Context: an optimization exercise on an open-source flow, tuned for small area and a short achievable clock period. The choices shown serve that exercise and are no tape-out recipe. At most, simulation tests tie the RTL to the original design; equivalence was not proved. No activity file was given, so power comes from the tool's default toggle rates.

==> 10-11: inputs <==
## hot_tracker_top
module hot_tracker_top #(
  parameter int NUM_ENTRY   = hot_tracker_pkg::DEF_NUM_ENTRY,
  parameter int MIG_CREDITS = hot_tracker_pkg::DEF_MIG_CREDITS
) (
  input  logic                   clk_400mhz,
  input  logic                   rstn,
  input  hot_tracker_pkg::addr_t araddr,
  input  logic                   arvalid,
  input  logic                   arready,
  input  hot_tracker_pkg::addr_t csr_addr_lb,
  input  hot_tracker_pkg::addr_t csr_addr_ub,
  input  logic                   query_en,
  input  hot_tracker_pkg::cmd_t  query_cmd,
  input  logic                   mig_credit,
  output logic                   mem_chan_rd_en,
  output logic                   query_ready,
  output logic                   mig_addr_en,
  output hot_tracker_pkg::addr_t mig_addr
);
  localparam int CW = hot_tracker_pkg::CNT_SIZE;
  localparam int PW = hot_tracker_pkg::DATA_SIZE - 1;
  localparam int PS = hot_tracker_pkg::PAGE_SHIFT;
  logic                     busy;
  logic [2*NUM_ENTRY-1:0]   valid;
  logic [2*NUM_ENTRY-1:0]   clr;
  logic [2*NUM_ENTRY*CW-1:0] cnt_flat;
  logic [2*NUM_ENTRY*PW-1:0] page_flat;
  logic                     upd_even, upd_odd;
  access_filter u_access_filter (
    .clk_400mhz     (clk_400mhz),
    .rstn           (rstn),
    .araddr         (araddr),
    .arvalid        (arvalid),
    .arready        (arready),
    .csr_addr_lb    (csr_addr_lb),
    .csr_addr_ub    (csr_addr_ub),
    .mem_chan_rd_en (mem_chan_rd_en)
  );
  assign upd_even = mem_chan_rd_en & ~busy & ~araddr[PS];
  ...
==> module addr_ge, before the edit <==
module addr_ge #(
  parameter int W = hot_tracker_pkg::ADDR_SIZE
) (
  input  logic [W-1:0] a,
  input  logic [W-1:0] b,
  output logic         ge
);
  logic [W-1:0] g, p;
  always_comb begin
    for (int i = 0; i < W; i++) begin
      g[i] = a[i] & ~b[i];
      p[i] = a[i] | ~b[i];
    end
    for (int s = 1; s < W; s = s * 2) begin
      for (int i = W - 1; i >= 0; i--) begin
        if ((i / s) % 2 == 1) begin
          g[i] = g[i] | (p[i] & g[(i / s) * s - 1]);
          p[i] = p[i] & p[(i / s) * s - 1];
        end
      end
    end
    ge = g[W-1] | p[W-1];
  end
endmodule
==> module access_filter, before the edit <==
module access_filter (
  input  logic                   clk_400mhz,
  input  logic                   rstn,
  input  hot_tracker_pkg::addr_t araddr,
  input  logic                   arvalid,
  input  logic                   arready,
  input  hot_tracker_pkg::addr_t csr_addr_lb,
  input  hot_tracker_pkg::addr_t csr_addr_ub,
  output logic                   mem_chan_rd_en
);
  hot_tracker_pkg::addr_t lb_r;
  hot_tracker_pkg::addr_t ub_r;
  logic                   loaded;    
  logic                   in_range;
  logic                   above_lb, below_ub;
  always_ff @(posedge clk_400mhz or negedge rstn) begin
    if (!rstn) loaded <= 1'b0;
    else       loaded <= 1'b1;
  end
  always_ff @(posedge clk_400mhz) begin
    lb_r <= csr_addr_lb;
    ub_r <= csr_addr_ub;
  end
  addr_ge u_ge_lb (.a(araddr), .b(lb_r), .ge(above_lb));
  addr_ge u_le_ub (.a(ub_r), .b(araddr), .ge(below_ub));
  assign in_range       = loaded ? (above_lb & below_ub) : (araddr == '0);
  assign mem_chan_rd_en = arvalid & arready & in_range;
endmodule
==> flow/config.mk <==
export PLATFORM = sky130hd
export DESIGN_NAME = hot_tracker_top
export DESIGN_NICKNAME = hot_tracker_top
export VERILOG_FILES = /design/flow/design.v
export SDC_FILE = /design/flow/constraint.sdc
export NUM_CORES = 4
export LEC_CHECK = 0
export CAP_MARGIN = 20
export CORE_MARGIN = 2
export CORE_UTILIZATION = 60
export CTS_BUF_LIST = sky130_fd_sc_hd__clkbuf_16
export CTS_CLUSTER_DIAMETER = 120
export CTS_CLUSTER_SIZE = 24
export SLEW_MARGIN = 20
export SYNTH_HIERARCHICAL = 1
export SYNTH_MINIMUM_KEEP_SIZE = 0
==> flow/constraint.sdc <==
create_clock -name core_clock -period 24.0 [get_ports {clk_400mhz}]
set_input_delay 4.8000 -clock core_clock [delete_from_list [all_inputs] [get_ports {clk_400mhz}]]
set_output_delay 4.8000 -clock core_clock [all_outputs]
set_load 0.01 [all_outputs]
standard.sh (not shown) runs the stock make flow with config.mk's settings and CLKGATE_MAP_FILE= SYNTH_SCRIPT=/design/flow/synth_recipe.tcl, a recipe that flattens the netlist after the stock synthesis.
==> flow/flow/run.sh <==
#!/bin/bash
# Own layout flow: the standard ORFS flow (standard.sh, unchanged synthesis),
# with two changes to how the layout is optimised:
#  - port buffers use a regular buffer cell instead of the resizer's default pick
#  - timing repair aims for extra setup margin (the SDC and clock are unchanged)
# Each tool's full output stays in orfs/logs/...; make's own output goes to flow_make.log.
set -euo pipefail
export BUFFER_PORTS_ARGS="-buffer_cell sky130_fd_sc_hd__buf_1"
export SETUP_SLACK_MARGIN="${OWN_SETUP_MARGIN:-13}"
export TNS_END_PERCENT="${OWN_TNS_END:-10}"
bash standard.sh > flow_make.log 2>&1
==> 04-28: changes against 10-11 <==
--- a/flow/design.v
+++ b/flow/design.v
@@ -14,28 +14,4 @@
 endpackage
 `timescale 1ns/100ps
-module addr_ge #(
-  parameter int W = hot_tracker_pkg::ADDR_SIZE
-) (
-  input  logic [W-1:0] a,
-  input  logic [W-1:0] b,
-  output logic         ge
-);
-  logic [W-1:0] g, p;
-  always_comb begin
-    for (int i = 0; i < W; i++) begin
-      g[i] = a[i] & ~b[i];
-      p[i] = a[i] | ~b[i];
-    end
-    for (int s = 1; s < W; s = s * 2) begin
-      for (int i = W - 1; i >= 0; i--) begin
-        if ((i / s) % 2 == 1) begin
-          g[i] = g[i] | (p[i] & g[(i / s) * s - 1]);
-          p[i] = p[i] & p[(i / s) * s - 1];
-        end
-      end
-    end
-    ge = g[W-1] | p[W-1];
-  end
-endmodule
 module access_filter (
   input  logic                   clk_400mhz,
@@ -52,5 +28,4 @@
   logic                   loaded;    
   logic                   in_range;
-  logic                   above_lb, below_ub;
   always_ff @(posedge clk_400mhz or negedge rstn) begin
     if (!rstn) loaded <= 1'b0;
@@ -61,7 +36,5 @@
     ub_r <= csr_addr_ub;
   end
-  addr_ge u_ge_lb (.a(araddr), .b(lb_r), .ge(above_lb));
-  addr_ge u_le_ub (.a(ub_r), .b(araddr), .ge(below_ub));
-  assign in_range       = loaded ? (above_lb & below_ub) : (araddr == '0);
+  assign in_range       = loaded ? ((araddr >= lb_r) && (araddr <= ub_r)) : (araddr == '0);
   assign mem_chan_rd_en = arvalid & arready & in_range;
 endmodule
==> flow/run.sh (new file) <==
#!/bin/bash
# synth_recipe.tcl (not shown) runs the flow's synth.tcl, then flattens the netlist and writes it again
# the make line also repeats each setting of config.mk as NAME=value (left out here)
make -C /OpenROAD-flow-scripts/flow DESIGN_CONFIG=/design/flow/config.mk WORK_HOME=/design/flow/orfs CLKGATE_MAP_FILE= SYNTH_SCRIPT=/design/flow/synth_recipe.tcl finish
- CORE_UTILIZATION: 60 -> 40
- CTS_BUF_LIST: sky130_fd_sc_hd__clkbuf_16 -> default
- CTS_CLUSTER_DIAMETER: 120 -> default
- CTS_CLUSTER_SIZE: 24 -> default
removed: flow/flow/run.sh
removed: flow/standard.sh
==> qor summary <==
| item | 04-28 | 10-11 |
|---|---|---|
| R2r endpoint | u_odd_bank.valid[2]$_DFF_PN0_ | u_even_bank.valid[7]$_DFF_PN0_ |
| Count of filler cells inserted in the layout | 7,063 | 3,740 |
| Buffers, non-clock | 204 | 223 |
| Detail-routed net length per standard cell | 29.7 um | 33.4 um |
| Start point of the critical path | araddr[29] | araddr[0] |
| Met1 wire length | 44.6 mm | 41.6 mm |
| Post-CTS Resized | 0 | 57 |
| Outcome | timing/DRC/antenna clean | timing/DRC/antenna clean |
| Total instance count after detailed placement | 3,558 | 3,146 |
| Area used by sequential logic in the layout | 18,600 um^2 | 18,600 um^2 |
| Total met2 wirelength after detailed routing | 48.8 mm | 45.8 mm |
| Worst endpoint data arrival time | 8.10 ns | 6.74 ns |
| Unique cell type count in the Yosys netlist | 71 | 77 |
| Fraction of area in multi-input gates | 0.340 | 0.355 |
| Arithmetic-cell share of the synthesized area counting full adders, half adders and majority gates | 0.0283 | 0.00766 |
| Met3 Resource Use GR | 0.0591 | 0.114 |
| Wire length of the first global-routing pass | 158 mm | 156 mm |
| Initial core utilization | 0.404 | 0.609 |
| Minimum clock period after layout | 12.90 ns | 11.54 ns |
| All-layer global routing usage | 0.262 | 0.395 |
| Detailed-routing iteration count for the pre-antenna-repair pass | 6 | 9 |
| Die Span Y | 286 um | 233 um |
| Maximum clock frequency | 0.0775 GHz | 0.0867 GHz |
| Number of cells on the worst reg-to-reg path | 43 | 42 |
| Power share of the combinational group | 0.299 | 0.301 |
| Worst setup skew after layout | 0.0452 ns | 0.0301 ns |
| Uppermost routed layer | met5 | met4 |

==> wip/tundra <==
hot_tracker_top, a different RTL version from the one above (not shown whole).
==> flow/design.v (excerpt) <==
module hot_tracker_top #(
  parameter int NUM_ENTRY   = hot_tracker_pkg::DEF_NUM_ENTRY,
  parameter int MIG_CREDITS = hot_tracker_pkg::DEF_MIG_CREDITS
) (
  input  logic                   clk_400mhz,
  input  logic                   rstn,
  input  hot_tracker_pkg::addr_t araddr,
  input  logic                   arvalid,
  input  logic                   arready,
  input  hot_tracker_pkg::addr_t csr_addr_lb,
  input  hot_tracker_pkg::addr_t csr_addr_ub,
  input  logic                   query_en,
  input  hot_tracker_pkg::cmd_t  query_cmd,
  input  logic                   mig_credit,
  output logic                   mem_chan_rd_en,
  output logic                   query_ready,
  output logic                   mig_addr_en,
  output hot_tracker_pkg::addr_t mig_addr
);
==> module access_filter, before the edit <==
module access_filter (
  input  logic                   clk_400mhz,
  input  logic                   rstn,
  input  hot_tracker_pkg::addr_t araddr,
  input  logic                   arvalid,
  input  logic                   arready,
  input  hot_tracker_pkg::addr_t csr_addr_lb,
  input  hot_tracker_pkg::addr_t csr_addr_ub,
  output logic                   mem_chan_rd_en
);
  hot_tracker_pkg::addr_t lb_r;       
  hot_tracker_pkg::addr_t ub_r;
  logic                   above_lb, below_ub;
  always_ff @(posedge clk_400mhz or negedge rstn) begin
    if (!rstn) begin
      lb_r <= '0;
      ub_r <= '0;
    end else begin
      lb_r <= csr_addr_lb;
      ub_r <= csr_addr_ub;
    end
  end
  addr_ge u_ge_lb (.a(araddr), .b(lb_r), .ge(above_lb));
  addr_ge u_le_ub (.a(ub_r), .b(araddr), .ge(below_ub));
  assign mem_chan_rd_en = arvalid & arready & above_lb & below_ub;
endmodule
clock: 24.0 ns
lec_check: 0
cap_margin: 20
core_margin: 2
core_utilization: 60
cts_buf_list: sky130_fd_sc_hd__clkbuf_16
cts_cluster_diameter: 120
cts_cluster_size: 24
slew_margin: 20
synth_hierarchical: 1
synth_minimum_keep_size: 0
==> flow/flow/run.sh <==
#!/bin/bash
# Own layout flow: the standard ORFS flow (standard.sh, unchanged synthesis),
# with two changes to how the layout is optimised:
#  - port buffers use a regular buffer cell instead of the resizer's default pick
#  - timing repair aims for extra setup margin (the SDC and clock are unchanged)
# Each tool's full output stays in orfs/logs/...; make's own output goes to flow_make.log.
set -euo pipefail
export BUFFER_PORTS_ARGS="-buffer_cell sky130_fd_sc_hd__buf_1"
export SETUP_SLACK_MARGIN="${OWN_SETUP_MARGIN:-13}"
export TNS_END_PERCENT="${OWN_TNS_END:-10}"
bash standard.sh > flow_make.log 2>&1
==> wip/pepper (differences from wip/tundra) <==
--- a/flow/design.v
+++ b/flow/design.v
@@ -13,29 +13,74 @@
   typedef logic [CMD_WIDTH-1:0] cmd_t;   
 endpackage
 `timescale 1ns/100ps
-module addr_ge #(
-  parameter int W = hot_tracker_pkg::ADDR_SIZE
-) (
-  input  logic [W-1:0] a,
-  input  logic [W-1:0] b,
-  output logic         ge
-);
-  logic [W-1:0] g, p;
-  always_comb begin
-    for (int i = 0; i < W; i++) begin
-      g[i] = a[i] & ~b[i];
-      p[i] = a[i] | ~b[i];
-    end
-    for (int s = 1; s < W; s = s * 2) begin
-      for (int i = W - 1; i >= 0; i--) begin
-        if ((i / s) % 2 == 1) begin
-          g[i] = g[i] | (p[i] & g[(i / s) * s - 1]);
-          p[i] = p[i] & p[(i / s) * s - 1];
-        end
-      end
-    end
-    ge = g[W-1] | p[W-1];
+module ge_leaf (
+  input  logic a,
+  input  logic b,
+  output logic gn,
+  output logic pn
+);
+  assign gn = ~(a & ~b);
+  assign pn = ~(a | ~b);
+endmodule
+module ge_node_n2p (
+  input  logic gn_hi,
+  input  logic pn_hi,
+  input  logic gn_lo,
+  input  logic pn_lo,
+  output logic g,
+  output logic p
+);
+  assign g = ~(gn_hi & (pn_hi | gn_lo));
+  assign p = ~(pn_hi | pn_lo);
+endmodule
+module ge_node_p2n (
+  input  logic g_hi,
+  input  logic p_hi,
+  input  logic g_lo,
+  input  logic p_lo,
+  output logic gn,
+  output logic pn
+);
+  assign gn = ~(g_hi | (p_hi & g_lo));
+  assign pn = ~(p_hi & p_lo);
+endmodule
+module ge_root (
+  input  logic g,
+  input  logic p,
+  input  logic a0,
+  input  logic b0,
+  output logic ge_n
+);
+  assign ge_n = ~(g | (p & (a0 | ~b0)));
+endmodule
+module addr_ge (
+  input  logic [32:0] a,
+  input  logic [32:0] b,
+  output logic        ge_n
+);
+  logic [31:0] gn1, pn1;
+  logic [15:0] g2, p2;
+  logic [7:0]  gn3, pn3;
+  logic [3:0]  g4, p4;
+  logic [1:0]  gn5, pn5;
+  logic        g6, p6;
+  for (genvar i = 0; i < 32; i++) begin : g_leaf
+    ge_leaf u (.a(a[i+1]), .b(b[i+1]), .gn(gn1[i]), .pn(pn1[i]));
+  end
+  for (genvar i = 0; i < 16; i++) begin : g_l2
+    ge_node_n2p u (.gn_hi(gn1[2*i+1]), .pn_hi(pn1[2*i+1]), .gn_lo(gn1[2*i]), .pn_lo(pn1[2*i]), .g(g2[i]), .p(p2[i]));
+  end
+  for (genvar i = 0; i < 8; i++) begin : g_l3
+    ge_node_p2n u (.g_hi(g2[2*i+1]), .p_hi(p2[2*i+1]), .g_lo(g2[2*i]), .p_lo(p2[2*i]), .gn(gn3[i]), .pn(pn3[i]));
+  end
+  for (genvar i = 0; i < 4; i++) begin : g_l4
+    ge_node_n2p u (.gn_hi(gn3[2*i+1]), .pn_hi(pn3[2*i+1]), .gn_lo(gn3[2*i]), .pn_lo(pn3[2*i]), .g(g4[i]), .p(p4[i]));
   end
+  for (genvar i = 0; i < 2; i++) begin : g_l5
+    ge_node_p2n u (.g_hi(g4[2*i+1]), .p_hi(p4[2*i+1]), .g_lo(g4[2*i]), .p_lo(p4[2*i]), .gn(gn5[i]), .pn(pn5[i]));
+  end
+  ge_node_n2p u_l6 (.gn_hi(gn5[1]), .pn_hi(pn5[1]), .gn_lo(gn5[0]), .pn_lo(pn5[0]), .g(g6), .p(p6));
+  ge_root u_root (.g(g6), .p(p6), .a0(a[0]), .b0(b[0]), .ge_n(ge_n));
 endmodule
 module access_filter (
   input  logic                   clk_400mhz,
@@ -47,21 +92,23 @@
   input  hot_tracker_pkg::addr_t csr_addr_ub,
   output logic                   mem_chan_rd_en
 );
-  hot_tracker_pkg::addr_t lb_r;       
+  hot_tracker_pkg::addr_t lb_r;
   hot_tracker_pkg::addr_t ub_r;
-  logic                   above_lb, below_ub;
+  logic                   loaded;    
+  logic                   in_range;
+  logic                   below_lb_n, above_ub_n;    
   always_ff @(posedge clk_400mhz or negedge rstn) begin
-    if (!rstn) begin
-      lb_r <= '0;
-      ub_r <= '0;
-    end else begin
-      lb_r <= csr_addr_lb;
-      ub_r <= csr_addr_ub;
-    end
-  end
-  addr_ge u_ge_lb (.a(araddr), .b(lb_r), .ge(above_lb));
-  addr_ge u_le_ub (.a(ub_r), .b(araddr), .ge(below_ub));
-  assign mem_chan_rd_en = arvalid & arready & above_lb & below_ub;
+    if (!rstn) loaded <= 1'b0;
+    else       loaded <= 1'b1;
+  end
+  always_ff @(posedge clk_400mhz) begin
+    lb_r <= csr_addr_lb;
+    ub_r <= csr_addr_ub;
+  end
+  addr_ge u_ge_lb (.a(araddr), .b(lb_r), .ge_n(below_lb_n));
+  addr_ge u_le_ub (.a(ub_r), .b(araddr), .ge_n(above_ub_n));
+  assign in_range       = loaded ? ~(below_lb_n | above_ub_n) : (araddr == '0);
+  assign mem_chan_rd_en = arvalid & arready & in_range;
 endmodule
 `timescale 1ns/100ps
 module page_match #(
--- a/flow/flow/run.sh
+++ b/flow/flow/run.sh
@@ -6,6 +6,6 @@
 # Each tool's full output stays in orfs/logs/...; make's own output goes to flow_make.log.
 set -euo pipefail
 export BUFFER_PORTS_ARGS="-buffer_cell sky130_fd_sc_hd__buf_1"
-export SETUP_SLACK_MARGIN="${OWN_SETUP_MARGIN:-13}"
-export TNS_END_PERCENT="${OWN_TNS_END:-10}"
+export SETUP_SLACK_MARGIN="${OWN_SETUP_MARGIN:-12.7}"
+export TNS_END_PERCENT="${OWN_TNS_END:-5}"
 bash standard.sh > flow_make.log 2>&1
==> qor summary <==
| quantity | wip/pepper | wip/tundra |
|---|---|---|
| Xor and xnor area share after synthesis | 9.84% | 9.95% |
| Initial detailed-routing violation count | 4032 | 4262 |
| Post-Synthesis Cells | 2401 | 2316 |
| Core ar. | 52600 um^2 | 52300 um^2 |
| Number of vias after detailed routing | 24600 | 24300 |
| Reg power frac | 49.5% | 49.0% |
| Result of the run | finished clean | finished clean |
| Syn_area_per_cell | 13.3 um^2 | 13.6 um^2 |
| Area of the die | 55100 um^2 | 54500 um^2 |
| Metal2 WL | 47400 um | 46400 um |
| Peak fanout along the critical path | 6 | 2 |
| Non-Filler Cell Area, Final | 35300 um^2 | 34900 um^2 |
| Number of gates resized after CTS | 42 | 56 |
| Layout non-clock buf frac | 5.64% | 5.29% |
| Count of non-filler cells in the finished layout | 3363 | 3252 |
| Leak pwr | 12.7 nW | 12.7 nW |
| Net Switching | 0.00119 W | 0.00123 W |
No functional check of the RTL was part of wip/tundra.

## separate check: timing with driven ports
How much do the figures lean on ideal ports? The routed layouts below were timed once more, with nothing changed but the port constraints.
Step 1, drivers: a clkbuf_16 drives clk_400mhz and a buf_2 each remaining input, both assumed.
Step 2 also shifts input and output timing later by t, the mid clock arrival at the registers, as if the neighbouring blocks saw the same clock.
Slacks: no drivers / after step 1 / after step 2; pairs: no drivers / after step 1.
| run | t (ns) | setup WS [ns] | hold slack, ns | worst register clock-pin slew, ns | cell pins on the clock port's net |
|---|---|---|---|---|---|
| 10-11 | 0.680 | 12.460 / 12.372 / 12.372 | 0.517 / 0.517 / 0.517 | 0.10 / 0.10 | 1 |
| 04-28 | 0.657 | 11.095 / 11.071 / 11.071 | 0.502 / 0.502 / 0.502 | 0.07 / 0.07 | 1 |
| wip/tundra | 0.694 | 12.528 / 12.389 / 12.389 | 0.506 / 0.506 / 0.506 | 0.11 / 0.11 | 1 |
| wip/pepper | 0.684 | 12.722 / 12.701 / 12.701 | 0.509 / 0.509 / 0.509 | 0.10 / 0.10 | 1 |
After both steps every run listed still meets setup and hold. For wip/tundra, which loses most, drivers alone change the setup slack by -0.139 ns; drivers and shift together by -0.139 ns.
